This design comes from an exercise in tuning for small area, a short achievable clock period and few clock cycles on the open sky130 flow, not from production work. Function was not checked in any run shown here: the RTL went through the layout flow alone. Power and IR drop assume default switching activity.

File: design/flow/design.v
package hpd_pkg;
	typedef enum logic [1:0] {
		REG_LOCAL_THR    = 2'd0,
		REG_GLOBAL_THR   = 2'd1,
		REG_MIN_INTERVAL = 2'd2
	} cfg_reg_t;
	localparam int unsigned CFG_INDEX_BITS = 2;
	localparam int unsigned INTERVAL_BITS  = 24;
	typedef struct packed {
		logic valid;     
		logic advance;   
	} pipe_ctrl_t;
endpackage
module hpd_carry #(
	parameter int unsigned N = 17
) (
	input  logic [N-1:0] x,
	input  logic [N-1:0] y,
	input  logic         cin,
	output logic         cout
);
	localparam int unsigned L = $clog2(N + 1);
	localparam int unsigned M = 1 << L;
	logic [(L+1)*M-1:0] g, p;
	assign g[0] = cin;
	assign p[0] = 1'b0;
	assign g[N:1] = x & y;
	assign p[N:1] = x | y;
	if (M > N + 1) begin : g_pad
		assign g[M-1:N+1] = '0;
		assign p[M-1:N+1] = '1;
	end
	for (genvar l = 0; l < L; l++) begin : g_lvl
		for (genvar i = 0; i < (M >> (l + 1)); i++) begin : g_node
			assign g[(l+1)*M + i] = g[l*M + 2*i + 1] | (p[l*M + 2*i + 1] & g[l*M + 2*i]);
			assign p[(l+1)*M + i] = p[l*M + 2*i + 1] & p[l*M + 2*i];
		end
		assign g[(l+1)*M + (M >> (l + 1)) +: (M - (M >> (l + 1)))] = '0;
		assign p[(l+1)*M + (M >> (l + 1)) +: (M - (M >> (l + 1)))] = '0;
	end
	assign cout = g[L*M];
endmodule
module hysteresis_peak_detector #(
	parameter int unsigned SAMPLE_BITS = 16,
	parameter int unsigned TIME_BITS   = 32
) (
	input  logic                          clk,
	input  logic                          arst_n,
	input  logic                          in_valid,
	output logic                          in_ready,
	input  logic signed [SAMPLE_BITS-1:0] sample_value,
	input  logic        [TIME_BITS-1:0]   sample_time,
	input  logic                          restart,
	output logic                          out_valid,
	input  logic                          out_ready,
	output logic        [TIME_BITS-1:0]   peak_time,
	output logic signed [SAMPLE_BITS-1:0] peak_value,
	input  logic                          cfg_valid,
	output logic                          cfg_ready,
	input  logic [hpd_pkg::CFG_INDEX_BITS-1:0] cfg_index,
	input  logic [((SAMPLE_BITS > hpd_pkg::INTERVAL_BITS) ?
	               SAMPLE_BITS : hpd_pkg::INTERVAL_BITS)-1:0] cfg_data
);
	localparam int unsigned SB = SAMPLE_BITS;
	localparam int unsigned TB = TIME_BITS;
	localparam int unsigned IB = hpd_pkg::INTERVAL_BITS;
	localparam int unsigned HB = SB + 2;    
	logic        [SB-2:0] local_thr_q;
	logic signed [SB-1:0] global_thr_q;
	logic        [IB-1:0] min_interval_q;
	assign cfg_ready = 1'b1;
	always_ff @(posedge clk or negedge arst_n) begin
		if (!arst_n) begin
			local_thr_q    <= '0;
			global_thr_q   <= '0;
			min_interval_q <= '0;
		end else if (cfg_valid) begin
			case (cfg_index)
				2'd0: local_thr_q    <= cfg_data[SB-2:0];
				2'd1: global_thr_q   <= $signed(cfg_data[SB-1:0]);
				2'd2: min_interval_q <= cfg_data[IB-1:0];
				default: ;
			endcase
		end
	end
	logic signed [SB-1:0] v1_q;
	logic        [TB-1:0] t1_q;
	logic                 r1_q, s1_valid_q, in_ready_q;
	logic signed [SB-1:0] ref_q;      
	logic signed [SB-1:0] max_q;
	logic        [TB-1:0] max_t_q, prev_t_q;
	logic                 rising_q, seen_q, out_valid_q;
	logic [TB:0] sp_s, sp_k;
	logic        spaced, above, ok;
	for (genvar i = 0; i < TB; i++) begin : g_sp
		logic zb;
		assign zb = (i < IB) ? !min_interval_q[i] : 1'b1;
		assign sp_s[i]   = max_t_q[i] ^ !prev_t_q[i] ^ zb;
		assign sp_k[i+1] = (max_t_q[i] & !prev_t_q[i]) | (max_t_q[i] & zb) | (!prev_t_q[i] & zb);
	end
	assign sp_s[TB] = 1'b0;
	assign sp_k[0]  = 1'b0;
	hpd_carry #(.N(TB + 1)) u_spaced (
		.x   (sp_s),
		.y   (sp_k),
		.cin (1'b1),
		.cout(spaced)
	);
	hpd_carry #(.N(SB)) u_above (
		.x   ({!max_q[SB-1], max_q[SB-2:0]}),
		.y   (~{!global_thr_q[SB-1], global_thr_q[SB-2:0]}),
		.cin (1'b0),
		.cout(above)
	);
	assign ok = above && (!seen_q || spaced);
	logic ext;
	hpd_carry #(.N(SB)) u_ext (
		.x   ({!v1_q[SB-1], v1_q[SB-2:0]}),
		.y   (~{!ref_q[SB-1], ref_q[SB-2:0]}),
		.cin (!rising_q),
		.cout(ext)
	);
	logic [HB-1:0] cr_a, cr_b, cr_c, cr_s, cr_k;
	logic          cr_carry, cr_sign, xing;
	assign cr_a = {{(HB-SB){v1_q[SB-1]}}, v1_q};
	assign cr_b = rising_q ? {{(HB-SB+1){1'b0}}, local_thr_q}
	                       : ~{{(HB-SB+1){1'b0}}, local_thr_q};
	assign cr_c = ~{{(HB-SB){ref_q[SB-1]}}, ref_q};
	assign cr_s = cr_a ^ cr_b ^ cr_c;
	assign cr_k = {(cr_a[HB-2:0] & cr_b[HB-2:0]) | (cr_a[HB-2:0] & cr_c[HB-2:0])
	               | (cr_b[HB-2:0] & cr_c[HB-2:0]), 1'b0};
	hpd_carry #(.N(HB - 1)) u_cross (
		.x   (cr_s[HB-2:0]),
		.y   (cr_k[HB-2:0]),
		.cin (1'b1),
		.cout(cr_carry)
	);
	assign cr_sign = cr_s[HB-1] ^ cr_k[HB-1] ^ cr_carry;
	assign xing   = rising_q ? cr_sign : !cr_sign;
	logic process, fire, ld_max, ld_ref, s1_valid_d, out_valid_d;
	assign process = s1_valid_q && !out_valid_q;
	assign ld_max  = process && (r1_q || (rising_q ? ext : xing));
	assign ld_ref  = process && (r1_q || ext != !rising_q || xing);
	assign fire    = process && !r1_q && rising_q && xing && ok;
	assign s1_valid_d  = in_ready_q ? in_valid : (s1_valid_q && !process);
	assign out_valid_d = fire || (out_valid_q && !out_ready);
	always_ff @(posedge clk) begin
		if (in_ready_q) begin
			v1_q <= sample_value;
			t1_q <= sample_time;
			r1_q <= restart;
		end
		if (fire)
			prev_t_q <= max_t_q;
	end
	always_ff @(posedge clk or negedge arst_n) begin
		if (!arst_n) begin
			s1_valid_q  <= 1'b0;
			in_ready_q  <= 1'b1;
			out_valid_q <= 1'b0;
			ref_q       <= '0;
			max_q       <= '0;
			max_t_q     <= '0;
			rising_q    <= 1'b1;
			seen_q      <= 1'b0;
		end else begin
			s1_valid_q  <= s1_valid_d;
			out_valid_q <= out_valid_d;
			in_ready_q  <= !(s1_valid_d && out_valid_d);
			if (ld_ref)
				ref_q <= v1_q;
			if (ld_max) begin
				max_q   <= v1_q;
				max_t_q <= t1_q;
			end
			if (process) begin
				rising_q <= r1_q || (rising_q ? !xing : xing);
				if (r1_q)
					seen_q <= 1'b0;
				else if (fire)
					seen_q <= 1'b1;
			end
		end
	end
	assign in_ready   = in_ready_q;
	assign out_valid  = out_valid_q;
	assign peak_time  = max_t_q;
	assign peak_value = max_q;
endmodule
File: design/flow/config.mk
export PLATFORM = sky130hd
export DESIGN_NAME = hysteresis_peak_detector
export DESIGN_NICKNAME = hysteresis_peak_detector
export VERILOG_FILES = /design/flow/design.v
export SDC_FILE = /design/flow/constraint.sdc
export NUM_CORES = 4
export LEC_CHECK = 0
export CAP_MARGIN = 20
export CORE_MARGIN = 2
export CORE_UTILIZATION = 40
export SETUP_SLACK_MARGIN = 3
export SLEW_MARGIN = 20
File: design/flow/run.sh
#!/bin/bash
# synth_recipe.tcl (not shown) runs the flow's synth.tcl, then flattens the netlist and writes it again
# the make line also repeats each setting of config.mk as NAME=value (left out here)
make -C /OpenROAD-flow-scripts/flow DESIGN_CONFIG=/design/flow/config.mk WORK_HOME=/design/flow/orfs CLKGATE_MAP_FILE= SYNTH_SCRIPT=/design/flow/synth_recipe.tcl finish
File: design/flow/constraint.sdc
create_clock -name core_clock -period 8.5 [get_ports {clk}]
set_input_delay 1.7000 -clock core_clock [delete_from_list [all_inputs] [get_ports {clk}]]
set_output_delay 1.7000 -clock core_clock [all_outputs]
set_load 0.01 [all_outputs]
==> results_tabular.tex, run 1 <==
\begin{tabular}{lr}
\hline
Metric & Value \\
\hline
\multicolumn{2}{l}{\textbf{Floorplan}} \\
\quad Chip Height & 159 microns \\
\quad Die boundary width & 159 microns \\
\quad Number of placement rows & 56 \\
\quad Die ar. & 25300 sq um \\
\quad Area of the placeable core & 23500 sq um \\
\quad Top-Level Pins & 131 \\
\quad Effective utilization at floorplan & 0.409 \\
\multicolumn{2}{l}{\textbf{Clock network}} \\
\quad TritonCTS clock tree & built \\
\quad Clock slew at reported path FFs & 0.06 ns \\
\quad Number of hold buffers added after CTS & 0 \\
\quad CTS buffer count & 24 \\
\quad Cell at the root of the clock tree & sky130\_fd\_sc\_hd\_\_clkbuf\_16 \\
\quad Max Root-Sink Buffers & 3 \\
\quad Latest clock arrival within the worst-skew pair & 0.53 ns \\
\quad Clock sink count & 205 \\
\quad H-tree depth reported by CTS & 1 \\
\quad Count of buffers added by post-CTS timing repair for setup & 0 \\
\quad Post-CTS sizing & 0 \\
\multicolumn{2}{l}{\textbf{Timing}} \\
\quad Setup repair after global routing missed its margin & false \\
\quad Endpoints failing setup & 0 \\
\quad Worst Skew & 0.0180 ns \\
\quad Max Slew Vio Count & 0 \\
\quad Tcrit/Tclk final & 0.550 \\
\quad Maximum operating frequency & 0.214 GHz \\
\quad Actual slew at the worst max-slew pin & 1.04 ns \\
\quad Final critical path time including I/O delays and setup & 4.67 ns \\
\quad Relative slew margins & 0.302 \\
\quad Setup TNS after final layout & 0 ns \\
\quad Final count of hold timing violations & 0 \\
\multicolumn{2}{l}{\textbf{Yosys}} \\
\quad Flops \& latches, synth & 205 \\
\quad Net count after synthesis & 809 \\
\quad Mapped Area & 9620 sq um \\
\quad Fraction of registers with async set/reset & 0.605 \\
\quad Largest area contributor in the synthesized netlist & sky130\_fd\_sc\_hd\_\_dfrtp\_1 \\
\quad Avg Synthesized Cell Area & 14.2 sq um \\
\quad Area share of the leading cell type in the synthesized netlist & 0.317 \\
\quad Synthesized netlist cell count & 679 \\
\quad Synth area leaders & sky130\_fd\_sc\_hd\_\_dfrtp\_1 (32\%), sky130\_fd\_sc\_hd\_\_edfxtp\_1 (25\%), sky130\_fd\_sc\_hd\_\_mux2\_2 (12\%) \\
\quad Number of warnings printed during yosys synthesis & 1 \\
\quad Primary FF master, synth & sky130\_fd\_sc\_hd\_\_dfrtp\_1 \\
\quad Library cells used by synthesis & 65 \\
\quad Count of flip-flops with a built-in enable after synthesis & 81 \\
\quad Share of the yosys chip area belonging to registers & 0.575 \\
\multicolumn{2}{l}{\textbf{Run status}} \\
\quad Outcome & complete, no violations \\
\multicolumn{2}{l}{\textbf{Cells and area}} \\
\quad Synthesis-to-layout area growth & 25.8\% \\
\quad Antenna fix cells & 0 \\
\quad Util after Layout & 0.514 \\
\quad Layout cell share with drive strength beyond 1 & 0.191 \\
\quad Total number of nets in the final design & 957 \\
\multicolumn{2}{l}{\textbf{Routing}} \\
\quad Overall via count from detail\_route & 5960 \\
\quad Total DRC errors in the routed layout & 0 \\
\quad Aggregate routed wire length & 21600 microns \\
\quad Detailed router's first-iteration violation count & 316 \\
\quad First-pass DRT Iterations & 5 \\
\quad DR vias/cell & 5.12 \\
\quad Antenna Nets Post-Route & 0 \\
\quad Average wire length per cell after detail routing & 18.5 microns \\
\multicolumn{2}{l}{\textbf{Setup path}} \\
\quad Required time of the worst setup path & 8.89 ns \\
\quad Nature of the critical path endpoint & flop \\
\quad Max stage delay on crit path & 0.90 ns \\
\quad Critical path, cell by cell & xor2\_1 -> fa\_1 -> a222oi\_1 -> o2111ai\_1 -> a21oi\_2 -> a211oi\_2 -> nor4\_1 -> a31oi\_1 -> o21ai\_4 -> buf\_4 -> mux2\_2 \\
\quad Crit path max fanout & 33 \\
\quad Critical path arrival & 5.06 ns \\
\quad Launching element type of the critical path & flop \\
\quad Slowest cell on crit path & sky130\_fd\_sc\_hd\_\_dfstp\_2 \\
\quad Crit path kind & reg -> reg \\
\multicolumn{2}{l}{\textbf{GRT}} \\
\quad GRT overflow & 0 \\
\quad Initial antenna violation count & 0 \\
\quad GRT Total Usage & 0.173 \\
\quad Pin count of the biggest net entering global routing & 67 \\
\quad Vias in the first global route & 6701 \\
\quad Wire length of the first global-routing pass & 35500 microns \\
\multicolumn{2}{l}{\textbf{Flow run}} \\
\quad Total of max-cap violations & 0 \\
\multicolumn{2}{l}{\textbf{Hold path}} \\
\quad Worst min-delay path category & reg -> reg \\
\multicolumn{2}{l}{\textbf{Place}} \\
\quad Final weighted congestion of routability-driven global placement & 0.854 \\
\quad Detail Placement HPWL & 15600 microns \\
\quad Buffers on Ports & 129 \\
\multicolumn{2}{l}{\textbf{Power}} \\
\quad P\_leak & 4.99 nW \\
\quad Power density over the cells & 406 nW/um\^{}2 \\
\quad VDD IR-drop max & 0.205 mV \\
\hline
\end{tabular}
## sequential cells by signal, indices dropped and copies added, names as in the netlist
name	count
min_interval_q	24
max_t_q	32
v1_q	16
prev_t_q	32
t1_q	32
s1_valid_q	1
out_valid_q	1
global_thr_q	16
max_q	16
ref_q	16
seen_q	1
rising_q	1
local_thr_q	15
r1_q	1
in_ready_q	1
## synth_stat cells (all sizes together), types with 3 or more instances
master,n
a221oi,5
ha,10
mux2,104
edfxtp,81
buf,8
nor3,6
inv,90
o31ai,5
maj3,14
dfrtp,122
o21ai,21
o22ai,13
a31oi,4
a222oi,8
o211ai,4
nand2b,8
a22oi,5
a21oi,14
a211oi,3
clkbuf,5
nor2b,14
mux2i,15
a2111oi,3
xor2,13
fa,40
nand2,15
nand3,3
nor2,11
## worst paths after layout
kind | start | to | slack (ns) | depth (start not counted)
max | rising_q | max_t_q[16] | 3.83 | 11
min | t1_q[28] | max_t_q[28] | 0.46 | 1
max reg2reg | rising_q | max_t_q[16] | 3.83 | 11
min reg2reg | t1_q[28] | max_t_q[28] | 0.46 | 1
max in group asynchronous | arst_n | global_thr_q[10] | 5.88 | 2
min in group asynchronous | arst_n | max_t_q[0] | 1.26 | 1
## cell usage in the layout (no fill, tap or decap), drive strengths merged, types with 7 or more instances in the layout
master / instances
maj3: 14
mux2i: 15
inv: 91
clkbuf: 31
o22ai: 13
ha: 10
mux2: 104
clkdlybuf4s50: 128
nor2b: 14
dfrtp: 122
a21oi: 14
edfxtp: 81
buf: 7
nand2: 15
nor2: 11
fa: 40
o21ai: 21
nand2b: 8
xor2: 13
a222oi: 8
## metal layers
layer | wire length [microns] | up-vias | global-route usage
met5 | 0 | - | 0
met4 | 435 | 0 | 0.0488
met3 | 1210 | 29 | 0.0367
met2 | 10600 | 155 | 0.297
met1 | 9340 | 3043 | 0.223
li1 | - | 2733 | -
## report_power, final
group	switching (W)	internal, W	total, W
Combinational	0.00110	0.00111	0.00221
Sequential	0.000285	0.00138	0.00167
Clock	0.000411	0.000631	0.00104
Total	0.00179	0.00312	0.00492
## final cells by class
cell class                 count  area (sq um)
clock buffer                  31           647
timing repair buffer         135          1340
inverter                      90           338
tap                          319           399
fill                        2056         11400
clock inverter                13           160
multi-input combinational    371          3690
sequential                   205          5540
## logic make-up (layout without fill, tap and decap cells)
logic type               Yosys count  after routing  share of synthesized area
multiplexers                     119            119                      0.138
XOR/XNOR                          15             15                     0.0137
buffers and inverters            103            269                     0.0437
AND/OR/NAND/NOR                   67             67                     0.0376
adder cells (fa/ha/maj)           64             64                      0.111
AO/OA/AOI/OAI                    105            105                     0.0801
other                              1              1                   0.000390
flip-flops                       205            205                      0.575
## per-stage QoR
step | cell area [sq um] | power (W) | instances | hold WS (ns) | setup WS, ns
2_1_floorplan | 9620 | 0.00313 | 679 | 0.432 | 4.12
3_3_place_gp | 11300 | 0.00379 | 1119 | 0.447 | 4.07
3_5_place_dp | 11300 | 0.00388 | 1119 | 0.447 | 3.82
4_1_cts | 12100 | 0.00496 | 1163 | 0.462 | 3.79
5_1_grt | 12100 | 0.00527 | 1164 | 0.483 | 3.44
6_report | 12100 | 0.00492 | 1164 | 0.455 | 3.83
## critical path, delay by kind of cell (launching register included)
family	cells	cell delay (ns)
AO/OA/AOI/OAI	6	1.66
XOR/XNOR	1	0.24
adder cells (fa/ha/maj)	1	0.48
buffers and inverters	1	0.53
flip-flops	1	0.90
multiplexers	1	0.40
AND/OR/NAND/NOR	1	0.28
==> run 2, diff against run 1 <==
--- a/design/flow/config.mk
+++ b/design/flow/config.mk
@@ -9,4 +9,4 @@
 export CORE_MARGIN = 2
 export CORE_UTILIZATION = 40
-export SETUP_SLACK_MARGIN = 3
+export SETUP_SLACK_MARGIN = 5
 export SLEW_MARGIN = 20
==> run 2 against run 1 <==
Die area unchanged; sequential power barely moved; combinational power is 21% higher; largest power group unchanged; setup slack better by 0.89 ns; still clean; synthesized cell count is the same; largest cell class unchanged; highest routed layer unchanged.
==> results_tabular.tex, run 2 <==
\begin{tabular}{lr}
\hline
Metric & Value \\
\hline
\multicolumn{2}{l}{\textbf{Run status}} \\
\quad Outcome & complete, no violations \\
\multicolumn{2}{l}{\textbf{Yosys}} \\
\quad Library cells used by synthesis & 65 \\
\quad Share of the yosys chip area belonging to registers & 0.575 \\
\quad Mapped Area & 9620 sq um \\
\quad Flops \& latches, synth & 205 \\
\quad Number of warnings printed during yosys synthesis & 1 \\
\quad Area share of the leading cell type in the synthesized netlist & 0.317 \\
\quad Fraction of registers with async set/reset & 0.605 \\
\quad Count of flip-flops with a built-in enable after synthesis & 81 \\
\quad Avg Synthesized Cell Area & 14.2 sq um \\
\quad Most used standard cell by instance count after synthesis & sky130\_fd\_sc\_hd\_\_dfrtp\_1 \\
\quad Largest area contributor in the synthesized netlist & sky130\_fd\_sc\_hd\_\_dfrtp\_1 \\
\quad Primary FF master, synth & sky130\_fd\_sc\_hd\_\_dfrtp\_1 \\
\quad Net count after synthesis & 809 \\
\quad Synthesized netlist cell count & 679 \\
\quad Top cells by count, synth & sky130\_fd\_sc\_hd\_\_dfrtp\_1 (122), sky130\_fd\_sc\_hd\_\_mux2\_2 (99), sky130\_fd\_sc\_hd\_\_inv\_1 (90), sky130\_fd\_sc\_hd\_\_edfxtp\_1 (81), sky130\_fd\_sc\_hd\_\_fa\_1 (40) \\
\quad Synth area leaders & sky130\_fd\_sc\_hd\_\_dfrtp\_1 (32\%), sky130\_fd\_sc\_hd\_\_edfxtp\_1 (25\%), sky130\_fd\_sc\_hd\_\_mux2\_2 (12\%) \\
\multicolumn{2}{l}{\textbf{Setup path}} \\
\quad Critical path, cell by cell & buf\_6 -> xor2\_2 -> fa\_1 -> o22ai\_1 -> a221oi\_1 -> nor3\_1 -> a211o\_2 -> nor4\_2 -> a31oi\_2 -> buf\_4 -> o21ai\_4 -> buf\_6 -> buf\_12 -> mux2\_2 \\
\quad Required time of the worst setup path & 8.91 ns \\
\quad RR Startpoint & rising\_q \\
\quad Crit path max fanout & 13 \\
\quad Most used cell along the critical path & sky130\_fd\_sc\_hd\_\_buf\_6 \\
\quad Worst R2R Setup Slack & 4.72 ns \\
\quad Crit path kind & reg -> reg \\
\quad Nature of the critical path endpoint & flop \\
\quad Max stage delay on crit path & 0.64 ns \\
\quad Number of cells on the worst reg-to-reg path & 14 \\
\quad Reg-to-reg critical path endpoint & max\_t\_q[1] \\
\quad Launching element type of the critical path & flop \\
\quad Slowest cell on crit path & sky130\_fd\_sc\_hd\_\_dfstp\_4 \\
\quad Critical path arrival & 4.19 ns \\
\multicolumn{2}{l}{\textbf{Timing}} \\
\quad Actual slew at the worst max-slew pin & 1.09 ns \\
\quad Maximum operating frequency & 0.264 GHz \\
\quad Setup repair after global routing missed its margin & true \\
\quad Smallest hold slack & 0.454 ns \\
\quad Max Slew Vio Count & 0 \\
\quad Tcrit/Tclk final & 0.445 \\
\quad Final count of hold timing violations & 0 \\
\quad Slack of the critical path & 4.72 ns \\
\quad Worst Skew & 0.0102 ns \\
\quad Endpoints failing setup & 0 \\
\quad Final critical path time including I/O delays and setup & 3.78 ns \\
\quad Relative slew margins & 0.273 \\
\quad Setup TNS after final layout & 0 ns \\
\multicolumn{2}{l}{\textbf{Power}} \\
\quad P\_leak & 5.24 nW \\
\quad VDD IR-drop max & 0.181 mV \\
\quad Power density over the cells & 419 nW/um\^{}2 \\
\multicolumn{2}{l}{\textbf{Cells and area}} \\
\quad Synthesis-to-layout area growth & 30.7\% \\
\quad Antenna fix cells & 0 \\
\quad Number of fill cells in the layout & 2041 \\
\quad Total number of nets in the final design & 986 \\
\quad Most common cell after layout, fill and taps aside & sky130\_fd\_sc\_hd\_\_clkdlybuf4s50\_1 \\
\quad Highest-count cells in the layout ignoring fill and taps & sky130\_fd\_sc\_hd\_\_clkdlybuf4s50\_1 (127), sky130\_fd\_sc\_hd\_\_dfrtp\_1 (122), sky130\_fd\_sc\_hd\_\_mux2\_2 (96) \\
\quad Top Registers & max\_t\_q x32, prev\_t\_q x32, t1\_q x32 \\
\quad Layout cell share with drive strength beyond 1 & 0.230 \\
\multicolumn{2}{l}{\textbf{Floorplan}} \\
\quad Number of placement rows & 56 \\
\quad Chip Height & 159 microns \\
\quad Die ar. & 25300 sq um \\
\quad Effective utilization at floorplan & 0.409 \\
\quad Top-Level Pins & 131 \\
\quad Area of the placeable core & 23500 sq um \\
\quad Die boundary width & 159 microns \\
\multicolumn{2}{l}{\textbf{GRT}} \\
\quad Initial antenna violation count & 0 \\
\quad Vias in the first global route & 6570 \\
\quad GRT overflow & 0 \\
\quad Pin count of the biggest net entering global routing & 68 \\
\quad Wire length of the first global-routing pass & 36100 microns \\
\quad GRT Total Usage & 0.180 \\
\multicolumn{2}{l}{\textbf{Routing}} \\
\quad Total DRC errors in the routed layout & 0 \\
\quad Overall via count from detail\_route & 6140 \\
\quad First-pass DRT Iterations & 5 \\
\quad DR vias/cell & 5.15 \\
\quad Antenna Nets Post-Route & 0 \\
\quad Detailed router's first-iteration violation count & 276 \\
\quad Aggregate routed wire length & 23100 microns \\
\quad Average wire length per cell after detail routing & 19.4 microns \\
\multicolumn{2}{l}{\textbf{Clock network}} \\
\quad Max Root-Sink Buffers & 3 \\
\quad Latest clock arrival within the worst-skew pair & 0.53 ns \\
\quad CTS buffer count & 23 \\
\quad H-tree depth reported by CTS & 1 \\
\quad TritonCTS clock tree & built \\
\quad Clock sink count & 205 \\
\quad Clock slew at reported path FFs & 0.06 ns \\
\quad Number of hold buffers added after CTS & 0 \\
\quad Cell at the root of the clock tree & sky130\_fd\_sc\_hd\_\_clkbuf\_16 \\
\multicolumn{2}{l}{\textbf{Hold path}} \\
\quad Worst min-delay path category & reg -> reg \\
\quad Hold wc startpoint & t1\_q[28] \\
\quad Depth of the worst hold-timing path & 1 \\
\quad Endpoint of the worst hold-timing path & max\_t\_q[28] \\
\multicolumn{2}{l}{\textbf{Place}} \\
\quad Pre-CTS WS & 3.63 ns \\
\quad Final weighted congestion of routability-driven global placement & 0.835 \\
\quad Buffers on Ports & 129 \\
\quad Detail Placement HPWL & 15400 microns \\
\multicolumn{2}{l}{\textbf{Flow run}} \\
\quad Total of max-cap violations & 0 \\
\hline
\end{tabular}
## run 2: cell types whose count changed in the layout (fill, tap and decap cells not counted), moves of 3 or more
cell and delta:
sky130_fd_sc_hd__buf_6 +6, sky130_fd_sc_hd__buf_4 +9, sky130_fd_sc_hd__buf_12 +8, sky130_fd_sc_hd__bufinv_16 -3
sky130_fd_sc_hd__mux2_2 -3, sky130_fd_sc_hd__mux2_4 +5, sky130_fd_sc_hd__xor2_2 +4, sky130_fd_sc_hd__clkbuf_8 +4
sky130_fd_sc_hd__xor2_1 -4
## run 2: through the flow
step,cells,utilization,instance area [sq um],power (W)
finish,1192,0.534,12600,0.00527
global placement,1119,0.480,11300,0.00382
detailed placement,1119,0.480,11300,0.00389
floorplan,679,-,9680,0.00317
global route,1192,0.534,12600,0.00562
CTS,1183,0.525,12400,0.00511
## run 2: cell type report
cell class,instances,area [sq um],share of cell area
clock buffers,35,681,0.0541
clock inverters,7,48.8,0.00388
inverters,90,338,0.0269
multi-input cells,372,3790,0.301
flip-flops and latches,205,5540,0.441
well taps,319,399,0.0317
repair buffers,163,1770,0.141
repair inverters,1,7.51,0.000597
## run 2: power by group
group	internal, W	switching [W]
logic	0.00140	0.00126
registers	0.00138	0.000267
clock network	0.000554	0.000397
## run 2: timing repair
item | CTS | global route
buffers inserted | 18 | 6
resized for setup | 22 | 14
endpoints found under the setup margin | 100 | 98
cloned | 4 | 3
pin swaps | 4 | 8
## run 2: layer usage
metal / global-route usage / share of wire / up-vias
li1: - / - / 2795
met2: 0.302 / 0.47 / 180
met3: 0.0378 / 0.058 / 48
met1: 0.239 / 0.44 / 3117
met5: 0 / 0 / -
met4: 0.0504 / 0.032 / 0
## run 2: worst max-delay path: cells and delay by family (launching register included)
family / cells / cell delay [ns]
simple gates: 2 / 0.40
buf+inv: 4 / 0.61
mux: 1 / 0.34
fa+ha+maj: 1 / 0.56
xor+xnor: 1 / 0.07
compound gates: 5 / 1.02
flops: 1 / 0.64
## run 2: cells by family after synthesis
group / synth area share
compound gates: 0.0801
xor+xnor: 0.0137
fa+ha+maj: 0.111
buf+inv: 0.0437
flops: 0.575
mux: 0.138
other cells: 0.000390
simple gates: 0.0376
## run 2: how the worst max path moves through the flow
stage,from,end,slack [ns],cells after the start
floorplan,rising_q,ref_q[10],4.81,13
global placement,rising_q,max_q[2],3.76,13
detailed placement,rising_q,max_q[9],3.63,13
CTS,rising_q,ref_q[3],4.76,12
global route,rising_q,max_t_q[24],4.56,15
finish,rising_q,max_t_q[1],4.72,14

-- static timing again, ports no longer ideal --
The flow's constraints put no driver on any port. The routed layouts listed below were extracted and timed again, unchanged, in two steps.
Step 1: set_driving_cell puts a clkbuf_16 on clk and a buf_2 on each other input, an assumption about the parent block.
Step 2 times the ports against the registers' clock, not the clock port: input delays grow and output delays shrink by t, the midpoint of the rising clock arrivals with the driver on.
Slacks: no drivers / after step 1 / after step 2; pairs: no drivers / after step 1.
run	t, ns	setup slack, ns	hold slack, ns	clock arrival spread, ns	worst register clock-pin slew, ns
run 1	0.562	3.829 / 3.829 / 3.829	0.455 / 0.455 / 0.455	0.018 / 0.018	0.06 / 0.06
run 2	0.568	4.718 / 4.718 / 4.718	0.454 / 0.454 / 0.454	0.011 / 0.010	0.06 / 0.06
After both steps setup and hold are still met in every run listed.
